What follows belongs to an exercise in optimizing a design on an open flow for small area; a production flow would make more cautious choices.
In this exercise RTL edits were held to simulation tests only and were not proved equivalent to the original.
Power is estimated from default activity; no workload was simulated.

==> 10-18 <==
==> flow/design.v (excerpt) <==
module cpu_top #(
  parameter logic [31:0] RESET_PC = '0,
  parameter int          NUM_REGS = 64
) (
  input  logic        clk,
  input  logic        rst_n,
  input  logic [31:0] inst_rdata,
  input  logic        ready,
  input  logic        mem_start_ready,
  input  logic [1:0]  data_in,
  output logic [31:0] pc,
  output logic [9:0]  data_out,
  output logic        out_valid
);
  localparam logic [3:0] C_ALU = 4'd0, C_SHIFT = 4'd1, C_OUT = 4'd2, C_IN = 4'd3,
                         C_JUMP = 4'd4, C_JZ = 4'd5, C_JNZ = 4'd6, C_LC = 4'd7,
                         C_LU = 4'd8, C_NOP = 4'd15;
  logic run;
  logic adv;
  always_ff @(posedge clk) begin
    if (!rst_n) run <= 1'b0;
    else if (mem_start_ready) run <= 1'b1;
  end
  assign adv = run && ready;
  logic [31:0] ir;
  logic        jt;
  logic [31:0] jaddr;
  logic [29:0] pc_inc;
  logic [30:0] pc_ic;
  assign pc_ic[0] = 1'b1;
  for (genvar i = 0; i < 30; i++) begin : g_pcinc
    cpu_ha u_ha (.a(pc[i + 2]), .b(pc_ic[i]), .s(pc_inc[i]), .co(pc_ic[i + 1]));
  end
  always_ff @(posedge clk) begin
    if (!rst_n) begin
      pc <= RESET_PC;
      ir <= 32'd63;
    end else if (adv) begin
      pc <= jt ? jaddr : {pc_inc, pc[1:0]};
      ir <= jt ? 32'd63 : inst_rdata;
    end
  end
  logic [31:0] m_res;
  logic [5:0]  m_aw;
  logic        m_we, m_in, m_out;
  logic [31:0] w_res;
  logic [5:0]  w_aw;
  logic        w_we, w_in, w_out;
  logic [31:0] mv;
  logic [31:0] wv;
  assign mv = {m_res[31:2], m_in ? data_in : m_res[1:0]};
  assign wv = {w_res[31:2], w_in ? data_in : w_res[1:0]};
  logic [63:0][31:0] rf;
  always_ff @(posedge clk) begin
    for (int i = 0; i < 64; i++) begin
      if (adv && w_we && (w_aw == i[5:0])) rf[i] <= wv;
    end
  end
  logic [3:0]  d_cls;
  logic [22:0] d_k;
  logic [31:0] rd_a, rd_b, rd_w;
  logic [31:0] d_a, d_b, d_w;
  always_comb begin
    if (ir[24]) begin
      if (ir[31])                d_cls = C_LC;
      else if (ir[23:9] == '0)   d_cls = C_LU;
      else                       d_cls = C_NOP;
    end else begin
  ...
clock: 20.0 ns
lec_check: 0
cap_margin: 20
core_margin: 2
core_utilization: 45
cts_buf_list: sky130_fd_sc_hd__clkbuf_16
cts_cluster_diameter: 80
cts_cluster_size: 22
place_density: 0.55
setup_slack_margin: 0.2
slew_margin: 20
synth_hierarchical: 1
run.sh (not shown) runs the stock make flow with config.mk's settings and CLKGATE_MAP_FILE= SYNTH_SCRIPT=/design/flow/synth_recipe.tcl, a recipe that flattens the netlist after the stock synthesis.
==> inputs of 07-12, as changes to 10-18 <==
--- a/flow/design.v
+++ b/flow/design.v
@@ -63,12 +63,46 @@
   typedef struct packed {
     logic                  we;
     logic [REG_ADDR_W-1:0] addr;
     logic [XLEN-1:0]       data;
   } wb_t;
 endpackage
+module rf_port (
+  input  logic [63:0][31:0] regs,
+  input  logic [63:0]       sel,
+  output logic [31:0]       rd
+);
+  for (genvar j = 0; j < 32; j++) begin : g_bit
+    logic [21:0] t;
+    for (genvar k = 0; k < 21; k++) begin : g_ao
+      rf_ao222 u_ao (.a0(regs[3 * k][j]),     .s0(sel[3 * k]),
+                     .a1(regs[3 * k + 1][j]), .s1(sel[3 * k + 1]),
+                     .a2(regs[3 * k + 2][j]), .s2(sel[3 * k + 2]), .y(t[k]));
+    end
+    rf_nand2 u_t21 (.a(regs[63][j]), .b(sel[63]), .y(t[21]));
+    rf_or22 u_or (.t(t), .y(rd[j]));
+  end
+endmodule
+module rf_ao222 (
+  input  logic a0, s0, a1, s1, a2, s2,
+  output logic y
+);
+  assign y = ~((a0 & s0) | (a1 & s1) | (a2 & s2));
+endmodule
+module rf_nand2 (
+  input  logic a, b,
+  output logic y
+);
+  assign y = ~(a & b);
+endmodule
+module rf_or22 (
+  input  logic [21:0] t,
+  output logic        y
+);
+  assign y = ~&t;
+endmodule
 module mul32 (
   input  logic [31:0] x,
   input  logic [31:0] y,
   output logic [63:0] p
 );
   logic [16:0] one, two, neg, nneg;
@@ -2930,13 +2964,17 @@
         default: d_cls = C_NOP;
       endcase
     end
     d_k = ir[22:0];
     if (d_cls == C_JUMP) d_k[16:10] = ir[23:17];
   end
-  assign rd_a = rf[ir[22:17]];
+  logic [63:0] sel_a;
+  always_comb begin
+    for (int i = 0; i < 64; i++) sel_a[i] = (ir[22:17] == i[5:0]);
+  end
+  rf_port u_rd_a (.regs(rf), .sel(sel_a), .rd(rd_a));
   assign rd_b = rf[d_k[15:10]];
   assign rd_w = rf[ir[30:25]];
   always_comb begin
     if (ir[23])                               d_a = {{26{ir[22]}}, ir[22:17]};
     else if (w_we && (w_aw == ir[22:17]))     d_a = wv;
     else                                      d_a = rd_a;
==> qor summary <==
| quantity | 07-12 | 10-18 |
|---|---|---|
| Status | no timing/DRC/antenna violations | no timing/DRC/antenna violations |
| CP Data Required Time | 20.75 ns | 20.82 ns |
| Yosys top cell area share | 44.8% | 42.5% |
| P_clk | 3.47 mW | 3.33 mW |
| Starting density of the core | 45.1% | 45.2% |
| Average wire per cell in the routed design | 43.2 um | 43.2 um |
| Number of distinct library cells after synthesis | 97 | 117 |
| Cell leakage power | 54.9 nW | 55.3 nW |
| Power Dens Cells | 196 nW/um^2 | 173 nW/um^2 |
| Buffers, non-clock | 656 | 534 |
| Crit path setup slack, layout | 1.91 ns | 1.87 ns |
| CP peak stage delay | 0.79 ns | 0.89 ns |
| Worst supply voltage drop on vdd | 1.32 mV | 0.778 mV |
| Pin count of the biggest net entering global routing | 164 | 138 |
| Share of the final layout cell area in multi-input gates | 48.4% | 50.6% |
| Startpoint of the most critical setup path | data_in[0] | data_in[1] |
| Endpoint of the worst hold-timing path | x_k[8] | x_k[7] |
| Simple-gate area share of the yosys netlist | 10.3% | 6.91% |
| Worst Hold Launch | ir[8] | ir[7] |
| Taps Inserted | 4407 | 4730 |
| Relative contribution of combinational cells to total power | 72.3% | 70.3% |
| Clock tree buffer count of the final layout | 153 | 152 |
| Tightest slew margin relative to the limit | 9.38% | 11.6% |
| Core Util, Final | 49.5% | 48.9% |

==> re-timing with driven ports <==
Ports are ideal in the flow. The routed layouts listed here were re-timed in OpenROAD. Step 1 (the two cells are an assumption about what drives the block):
set clk [get_ports {clk}]
set_driving_cell -lib_cell sky130_fd_sc_hd__clkbuf_16 $clk
set_driving_cell -lib_cell sky130_fd_sc_hd__buf_2 [delete_from_list [all_inputs] $clk]
Step 2, shift: input delay + t, output delay - t, t = (earliest + latest rising clock arrival at the registers) / 2. This alone moves slack from input paths to output paths. a / b / c = no drivers / after step 1 / after step 2; a / b = the first two.
| run | t (ns) | slack for setup (ns) | latest minus earliest clock arrival (ns) | worst slew at a driven data input, ns | cell pins on the clock port's net |
|---|---|---|---|---|---|
| 10-18 | 0.994 | 1.869 / 1.931 / 0.938 | 0.053 / 0.053 | 0.40 | 1 |
| 07-12 | 0.973 | 1.908 / 1.981 / 1.008 | 0.063 / 0.064 | 0.12 | 1 |
After both steps setup and hold are still met in every run listed. For 10-18, which loses most, drivers alone change the setup slack by +0.062 ns; drivers and shift together by -0.931 ns.
